This is an optimization exercise on Yosys and OpenROAD, whose aim is small area, not a production implementation.
At most, simulation tests tie the RTL to the original design; equivalence was not proved.
Power is estimated from default activity; no workload was simulated.

==> v38 <==
==> flow/design.v <==
package periph_pkg;
	localparam int DATA_WIDTH = 32;
	localparam int STRB_WIDTH = DATA_WIDTH / 8;
	localparam int SLOT_BITS  = 4;
	localparam int N_SLOTS    = 1 << SLOT_BITS;
	localparam int SLOT_PIC      = 0;
	localparam int SLOT_WDOG     = 1;
	localparam int SLOT_TMRA     = 4;
	localparam int SLOT_MCLOCKS  = 8;
	localparam int SLOT_MOPSTALL = 9;
	localparam int SLOT_MPFSTALL = 10;
	localparam int SLOT_MICOUNT  = 11;
	localparam int N_INTS   = 15;
	localparam int INT_EXT  = 0;
	localparam int INT_TMRA = 1;
endpackage
module cpu_periphs #(
	parameter int C_AXI_ADDR_WIDTH = 6
) (
	input  logic                        S_AXI_ACLK,
	input  logic                        i_cpu_reset,
	input  logic                        S_AXI_AWVALID,
	output logic                        S_AXI_AWREADY,
	input  logic [C_AXI_ADDR_WIDTH-1:0] S_AXI_AWADDR,
	input  logic                        S_AXI_WVALID,
	output logic                        S_AXI_WREADY,
	input  logic [31:0]                 S_AXI_WDATA,
	input  logic [3:0]                  S_AXI_WSTRB,
	output logic                        S_AXI_BVALID,
	input  logic                        S_AXI_BREADY,
	output logic [1:0]                  S_AXI_BRESP,
	input  logic                        S_AXI_ARVALID,
	output logic                        S_AXI_ARREADY,
	input  logic [C_AXI_ADDR_WIDTH-1:0] S_AXI_ARADDR,
	output logic                        S_AXI_RVALID,
	input  logic                        S_AXI_RREADY,
	output logic [31:0]                 S_AXI_RDATA,
	output logic [1:0]                  S_AXI_RRESP,
	input  logic                        i_cpu_halted,
	input  logic                        i_cpu_opstall,
	input  logic                        i_cpu_pfstall,
	input  logic                        i_cpu_icount,
	input  logic                        i_ext_int,
	output logic                        o_interrupt,
	output logic                        o_watchdog_reset
);
	logic rst;
	assign rst = i_cpu_reset;
	logic awready, bvalid, rvalid;
	logic [31:0] rdata;
	always_ff @(posedge S_AXI_ACLK) begin
		awready <= !rst && !awready && S_AXI_AWVALID && S_AXI_WVALID
			&& (!bvalid || S_AXI_BREADY);
		bvalid  <= !rst && (awready || (bvalid && !S_AXI_BREADY));
		rvalid  <= !rst && (!rvalid ? S_AXI_ARVALID : !S_AXI_RREADY);
	end
	assign S_AXI_AWREADY = awready;
	assign S_AXI_WREADY  = awready;
	assign S_AXI_BVALID  = bvalid;
	assign S_AXI_BRESP   = 2'b00;
	assign S_AXI_ARREADY = !rvalid;
	assign S_AXI_RVALID  = rvalid;
	assign S_AXI_RDATA   = rdata;
	assign S_AXI_RRESP   = 2'b00;
	logic [3:0] aw_slot;
	assign aw_slot = S_AXI_AWADDR[5:2];
	logic wr_pic, wr_wdog, wr_tmra;
	logic [3:0] wr_cnt;
	assign wr_pic  = awready && (aw_slot == 4'd0);
	assign wr_wdog = awready && (aw_slot == 4'd1);
	assign wr_tmra = awready && (aw_slot == 4'd4);
	assign wr_cnt[0] = awready && (aw_slot == 4'd8);
	assign wr_cnt[1] = awready && (aw_slot == 4'd9);
	assign wr_cnt[2] = awready && (aw_slot == 4'd10);
	assign wr_cnt[3] = awready && (aw_slot == 4'd11);
	logic [31:0] wd;
	assign wd = S_AXI_WDATA & {32{!rst}};
	logic [1:0]  pending;
	logic [14:0] enable;
	logic        wdog_int, tmra_int;
	logic [1:0]  src;
	assign src = {tmra_int, i_ext_int};
	logic en_set, en_clr;
	assign en_set = wr_pic && S_AXI_WDATA[31];
	assign en_clr = wr_pic && !S_AXI_WDATA[31];
	always_ff @(posedge S_AXI_ACLK) begin
		pending <= {2{!rst}} & ((pending & ~({2{wr_pic}} & S_AXI_WDATA[1:0])) | src);
		enable  <= {15{!rst}} & ((enable & ~({15{en_clr}} & S_AXI_WDATA[30:16]))
			| ({15{en_set}} & S_AXI_WDATA[30:16]));
	end
	assign o_interrupt = |(pending & enable[1:0]);
	logic cpu_ce;
	assign cpu_ce = !i_cpu_halted;
	logic [30:0] wcount;
	logic        w_up0, w_one, w_dec;
	assign w_up0 = (wcount[30:1] == 30'd0);
	assign w_one = w_up0 && wcount[0];
	assign w_dec = cpu_ce && !(w_up0 && !wcount[0]);
	always_ff @(posedge S_AXI_ACLK) begin
		wdog_int <= !rst && !wr_wdog && cpu_ce && w_one;
		wcount   <= (rst || wr_wdog) ? wd[30:0] : wcount - {30'd0, w_dec};
	end
	assign o_watchdog_reset = wdog_int;
	logic [30:0] tcount, tinterval;
	logic        treload;
	logic        t_up0, t_one, t_dec, t_rl;
	assign t_up0 = (tcount[30:1] == 30'd0);
	assign t_one = t_up0 && tcount[0];
	assign t_dec = cpu_ce && !(t_up0 && !tcount[0]);
	assign t_rl  = cpu_ce && t_one && treload;
	always_ff @(posedge S_AXI_ACLK) begin
		tmra_int <= !rst && !wr_tmra && cpu_ce && t_one;
		if (rst || wr_tmra) begin
			tinterval <= wd[30:0];
			treload   <= wd[31] && (wd[30:1] != 30'd0);
		end
		tcount <= (rst || wr_tmra) ? wd[30:0]
			: ((tcount - {30'd0, t_dec}) | ({31{t_rl}} & tinterval));
	end
	logic [3:0]  ev;
	logic [31:0] cnt [4];
	assign ev = {i_cpu_icount, i_cpu_pfstall, i_cpu_opstall, !i_cpu_halted};
	for (genvar k = 0; k < 4; k++) begin : g_cnt
		logic [31:0] inc;
		assign inc = cnt[k] + {31'd0, ev[k]};
		for (genvar b = 0; b < 4; b++) begin : g_byte
			logic ld;
			assign ld = rst || (wr_cnt[k] && S_AXI_WSTRB[b]);
			always_ff @(posedge S_AXI_ACLK)
				cnt[k][8*b +: 8] <= ld ? wd[8*b +: 8] : inc[8*b +: 8];
		end
	end
	logic [3:0] ar_slot;
	logic       s_pic, s_wd, s_ta;
	logic [3:0] s_cnt;
	assign ar_slot = S_AXI_ARADDR[5:2];
	assign s_pic    = !rvalid && (ar_slot == 4'd0);
	assign s_wd     = !rvalid && (ar_slot == 4'd1);
	assign s_ta     = !rvalid && (ar_slot == 4'd4);
	assign s_cnt[0] = !rvalid && (ar_slot == 4'd8);
	assign s_cnt[1] = !rvalid && (ar_slot == 4'd9);
	assign s_cnt[2] = !rvalid && (ar_slot == 4'd10);
	assign s_cnt[3] = !rvalid && (ar_slot == 4'd11);
	always_ff @(posedge S_AXI_ACLK)
		rdata <= ({32{rvalid}} & rdata)
			| ({32{s_pic}} & {o_interrupt, enable, 14'd0, pending})
			| ({32{s_wd}} & {1'b0, wcount})
			| ({32{s_ta}} & {treload, tcount})
			| ({32{s_cnt[0]}} & cnt[0])
			| ({32{s_cnt[1]}} & cnt[1])
			| ({32{s_cnt[2]}} & cnt[2])
			| ({32{s_cnt[3]}} & cnt[3]);
endmodule
==> flow/flow/run.sh <==
#!/bin/bash
# Standard ORFS layout with three changes: synthesis maps logic with an
# area-oriented ABC script (flow/abc_area.script); the port buffers are the
# smallest buffer cell; and clock tree synthesis uses small clusters of
# clkbuf_4 without dummy loads. Registers and everything else as standard.
set -euo pipefail
rm -rf scripts_custom
cp -r "$FLOW_HOME/scripts" scripts_custom
cp flow/abc_area.script scripts_custom/abc_speed.script
bash standard.sh SCRIPTS_DIR="$PWD/scripts_custom" \
	"BUFFER_PORTS_ARGS=-buffer_cell sky130_fd_sc_hd__buf_1" \
	"CTS_ARGS=-sink_clustering_enable -repair_clock_nets -dont_use_dummy_load -sink_clustering_size 10 -sink_clustering_max_diameter 40 -buf_list sky130_fd_sc_hd__clkbuf_4" \
	finish > standard.log 2>&1
==> flow/flow/abc_area.script <==
&get -n
&st
&dc2
&dc2
&dc2
&st
&dc2
&dch -f
&nf -a -R 1000 -E 10
&st
&dc2
&dch -f
&nf -a -R 1000 -E 10
&st
&dc2
&dch -f
&nf -a -R 1000 -E 10
&put
==> flow/standard.sh <==
#!/bin/bash
# synth_recipe.tcl (not shown) runs the flow's synth.tcl, then flattens the netlist and writes it again
# the make line also repeats each setting of config.mk as NAME=value (left out here)
make -C /OpenROAD-flow-scripts/flow DESIGN_CONFIG=/design/flow/config.mk WORK_HOME=/design/flow/orfs CLKGATE_MAP_FILE= SYNTH_SCRIPT=/design/flow/synth_recipe.tcl "${@:-finish}"
==> flow/config.mk <==
export PLATFORM = sky130hd
export DESIGN_NAME = cpu_periphs
export DESIGN_NICKNAME = cpu_periphs
export VERILOG_FILES = /design/flow/design.v
export SDC_FILE = /design/flow/constraint.sdc
export NUM_CORES = 4
export LEC_CHECK = 0
export CAP_MARGIN = 20
export CORE_MARGIN = 2
export CORE_UTILIZATION = 60
export SLEW_MARGIN = 20
==> flow/constraint.sdc <==
create_clock -name core_clock -period 6.0 [get_ports {S_AXI_ACLK}]
set_input_delay 1.2000 -clock core_clock [delete_from_list [all_inputs] [get_ports {S_AXI_ACLK}]]
set_output_delay 1.2000 -clock core_clock [all_outputs]
set_load 0.01 [all_outputs]
==> inputs of v2, as changes to v38 <==
--- a/flow/design.v
+++ b/flow/design.v
@@ -82,9 +82,7 @@
 	assign src = {tmra_int, i_ext_int};
-	logic en_set, en_clr;
-	assign en_set = wr_pic && S_AXI_WDATA[31];
-	assign en_clr = wr_pic && !S_AXI_WDATA[31];
 	always_ff @(posedge S_AXI_ACLK) begin
 		pending <= {2{!rst}} & ((pending & ~({2{wr_pic}} & S_AXI_WDATA[1:0])) | src);
-		enable  <= {15{!rst}} & ((enable & ~({15{en_clr}} & S_AXI_WDATA[30:16]))
-			| ({15{en_set}} & S_AXI_WDATA[30:16]));
+		if (rst || wr_pic)
+			enable <= {15{!rst}} & (S_AXI_WDATA[31] ? (enable | S_AXI_WDATA[30:16])
+				: (enable & ~S_AXI_WDATA[30:16]));
 	end
@@ -117,3 +115,3 @@
 		tcount <= (rst || wr_tmra) ? wd[30:0]
-			: ((tcount - {30'd0, t_dec}) | ({31{t_rl}} & tinterval));
+			: t_rl ? tinterval : tcount - {30'd0, t_dec};
 	end
@@ -132,22 +130,20 @@
 	end
-	logic [3:0] ar_slot;
-	logic       s_pic, s_wd, s_ta;
-	logic [3:0] s_cnt;
+	logic [3:0]  ar_slot;
+	logic [31:0] rsel;
 	assign ar_slot = S_AXI_ARADDR[5:2];
-	assign s_pic    = !rvalid && (ar_slot == 4'd0);
-	assign s_wd     = !rvalid && (ar_slot == 4'd1);
-	assign s_ta     = !rvalid && (ar_slot == 4'd4);
-	assign s_cnt[0] = !rvalid && (ar_slot == 4'd8);
-	assign s_cnt[1] = !rvalid && (ar_slot == 4'd9);
-	assign s_cnt[2] = !rvalid && (ar_slot == 4'd10);
-	assign s_cnt[3] = !rvalid && (ar_slot == 4'd11);
+	always_comb begin
+		case (ar_slot)
+			4'd0:    rsel = {o_interrupt, enable, 14'd0, pending};
+			4'd1:    rsel = {1'b0, wcount};
+			4'd4:    rsel = {treload, tcount};
+			4'd8:    rsel = cnt[0];
+			4'd9:    rsel = cnt[1];
+			4'd10:   rsel = cnt[2];
+			4'd11:   rsel = cnt[3];
+			default: rsel = 32'd0;
+		endcase
+	end
 	always_ff @(posedge S_AXI_ACLK)
-		rdata <= ({32{rvalid}} & rdata)
-			| ({32{s_pic}} & {o_interrupt, enable, 14'd0, pending})
-			| ({32{s_wd}} & {1'b0, wcount})
-			| ({32{s_ta}} & {treload, tcount})
-			| ({32{s_cnt[0]}} & cnt[0])
-			| ({32{s_cnt[1]}} & cnt[1])
-			| ({32{s_cnt[2]}} & cnt[2])
-			| ({32{s_cnt[3]}} & cnt[3]);
+		if (!rvalid)
+			rdata <= rsel;
 endmodule
==> flow/flow/run.sh (replaced) <==
#!/bin/bash
# Standard layout, unchanged; each tool's output is logged by standard.sh
bash standard.sh > standard.log 2>&1
--- a/flow/config.mk
+++ b/flow/config.mk
@@ -9,3 +9,3 @@
 export CORE_MARGIN = 2
-export CORE_UTILIZATION = 60
+export CORE_UTILIZATION = 40
 export SLEW_MARGIN = 20
removed: flow/flow/abc_area.script
==> inputs of v19, as changes to v38 <==
--- a/flow/config.mk
+++ b/flow/config.mk
@@ -9,3 +9,3 @@
 export CORE_MARGIN = 2
-export CORE_UTILIZATION = 60
+export CORE_UTILIZATION = 70
 export SLEW_MARGIN = 20
==> inputs of v8, as changes to v38 <==
==> flow/flow/run.sh (replaced) <==
#!/bin/bash
# Standard ORFS layout with two changes: synthesis maps logic with an
# area-oriented ABC script (flow/abc_area.script), and the port buffers
# are the smallest buffer cell. Registers and everything else as standard.
set -euo pipefail
rm -rf scripts_custom
cp -r "$FLOW_HOME/scripts" scripts_custom
cp flow/abc_area.script scripts_custom/abc_speed.script
bash standard.sh SCRIPTS_DIR="$PWD/scripts_custom" \
	"BUFFER_PORTS_ARGS=-buffer_cell sky130_fd_sc_hd__buf_1" finish > standard.log 2>&1
==> flow/flow/abc_area.script (replaced) <==
&get -n
&st
&dc2
&dc2
&dc2
&st
&dc2
&dch -f
&nf -a -R 1000
&st
&dc2
&dch -f
&nf -a -R 1000
&st
&dc2
&dch -f
&nf -a -R 1000
&put
--- a/flow/config.mk
+++ b/flow/config.mk
@@ -9,3 +9,6 @@
 export CORE_MARGIN = 2
-export CORE_UTILIZATION = 60
+export CORE_UTILIZATION = 40
+export CTS_BUF_LIST = sky130_fd_sc_hd__clkbuf_8
+export CTS_CLUSTER_DIAMETER = 50
+export CTS_CLUSTER_SIZE = 20
 export SLEW_MARGIN = 20
==> notes <==
The highest final area belongs to v2, the lowest to v19. In v38 the die area is smaller than in v2, by about 44%. Clock skew: v19 > v8 > v38 > v2. Of v38 and v8, v38 has the higher via count (gap about 2.2%, measured against v8). In flip-flop and latch count, v2 and v8 do not differ. In v19 the register-to-register slack is lower than in v38, by 0.29 ns. Of v2 and v8, v2 has the higher routed wire length (gap about 10%, measured against v8). The highest clock power belongs to v2, the lowest to v19. Between v2 and v8, the lower non-clock buffer count is in v8 (gap 4). Between v38 and v2, the lower synthesized cell count is in v38 (gap about 22%, measured against v2).
==> figures <==
| item | v8 | v2 | v19 | v38 |
|---|---|---|---|---|
| Clock network latency to the later pin of the worst-skew pair | 0.58 ns | 0.51 ns | 0.68 ns | 0.67 ns |
| Combinational share of power | 0.265 | 0.279 | 0.300 | 0.297 |
| Count of buffer and inverter cells on the critical path | 2 | 1 | 0 | 1 |
| Area of all placed cells without fillers | 14100 µm² | 16900 µm² | 13300 µm² | 13300 µm² |
| Hpwl dp | 29800 µm | 34300 µm | 27800 µm | 28500 µm |
| Global-route track usage on met2 | 0.409 | 0.381 | 0.640 | 0.546 |
| Fraction of area in clock buffers and inverters | 0.0585 | 0.0614 | 0.0215 | 0.0214 |
| Sequential cell area | 5850 µm² | 6320 µm² | 5850 µm² | 5850 µm² |
| Category of the critical setup timing path | input port to register | input port to register | register to register | register to register |
| Outcome | no timing/DRC/antenna violations | no timing/DRC/antenna violations | no timing/DRC/antenna violations | no timing/DRC/antenna violations |
| Least-Margin Pin Slew | 1.05 ns | 1.08 ns | 1.26 ns | 1.18 ns |
| Post-synthesis sequential area ratio | 0.475 | 0.432 | 0.480 | 0.480 |
| Number of global-route vias before repair | 10800 | 12000 | 11500 | 11100 |
| Number of violations reported at the end of detailed-routing iteration 0 | 1470 | 1697 | 2061 | 1712 |
| Library cell with the highest instance count after synthesis | dfxtp_1 | nor2_1 | dfxtp_1 | dfxtp_1 |
| Count of flip-flops with a built-in enable after synthesis | 32 | 79 | 32 | 32 |
| Number of instances in the synthesized netlist | 1289 | 1639 | 1286 | 1286 |
| Shortest clock period the worst path allows after layout | 4.64 ns | 3.66 ns | 4.95 ns | 4.66 ns |
| Routed via count divided by cell count | 6.37 | 6.03 | 7.55 | 7.07 |
| Crit path from | i_cpu_halted | i_cpu_halted | wcount[16] | wcount[18] |
| Clock group power | 0.00165 W | 0.00195 W | 0.000907 W | 0.000917 W |
| Clkbuf count | 38 | 53 | 38 | 38 |
Only the layout flow was run in v2; the RTL was not checked for function there.

## what the ideal ports hide
In the flow no input, the clock included, has a driving cell. The finished layouts below were timed again as built, in two steps. Step 1 assumes that a clkbuf_16 drives the clock port and a buf_2 every other input. Step 2 adds t to the input delays and takes it off the output delays; t is the mean of the earliest and latest rising clock arrival at the registers after step 1. Input paths then give back, and output paths get back, about the clock's delay inside the block. Slacks: no drivers / after step 1 / after step 2; pairs: no drivers / after step 1.
| run | t, ns | setup slack, ns | latest minus earliest clock arrival (ns) |
|---|---|---|---|
| v38 | 0.699 | 1.338 / 1.338 / 0.870 | 0.044 / 0.044 |
| v2 | 0.555 | 2.342 / 2.365 / 1.810 | 0.018 / 0.018 |
| v19 | 0.688 | 1.052 / 1.052 / 0.826 | 0.066 / 0.067 |
| v8 | 0.599 | 1.364 / 1.366 / 0.789 | 0.056 / 0.056 |
After both steps every run listed still meets setup and hold. The setup slack of v8, which loses most, moves by +0.002 ns with the drivers and by -0.575 ns with both steps.
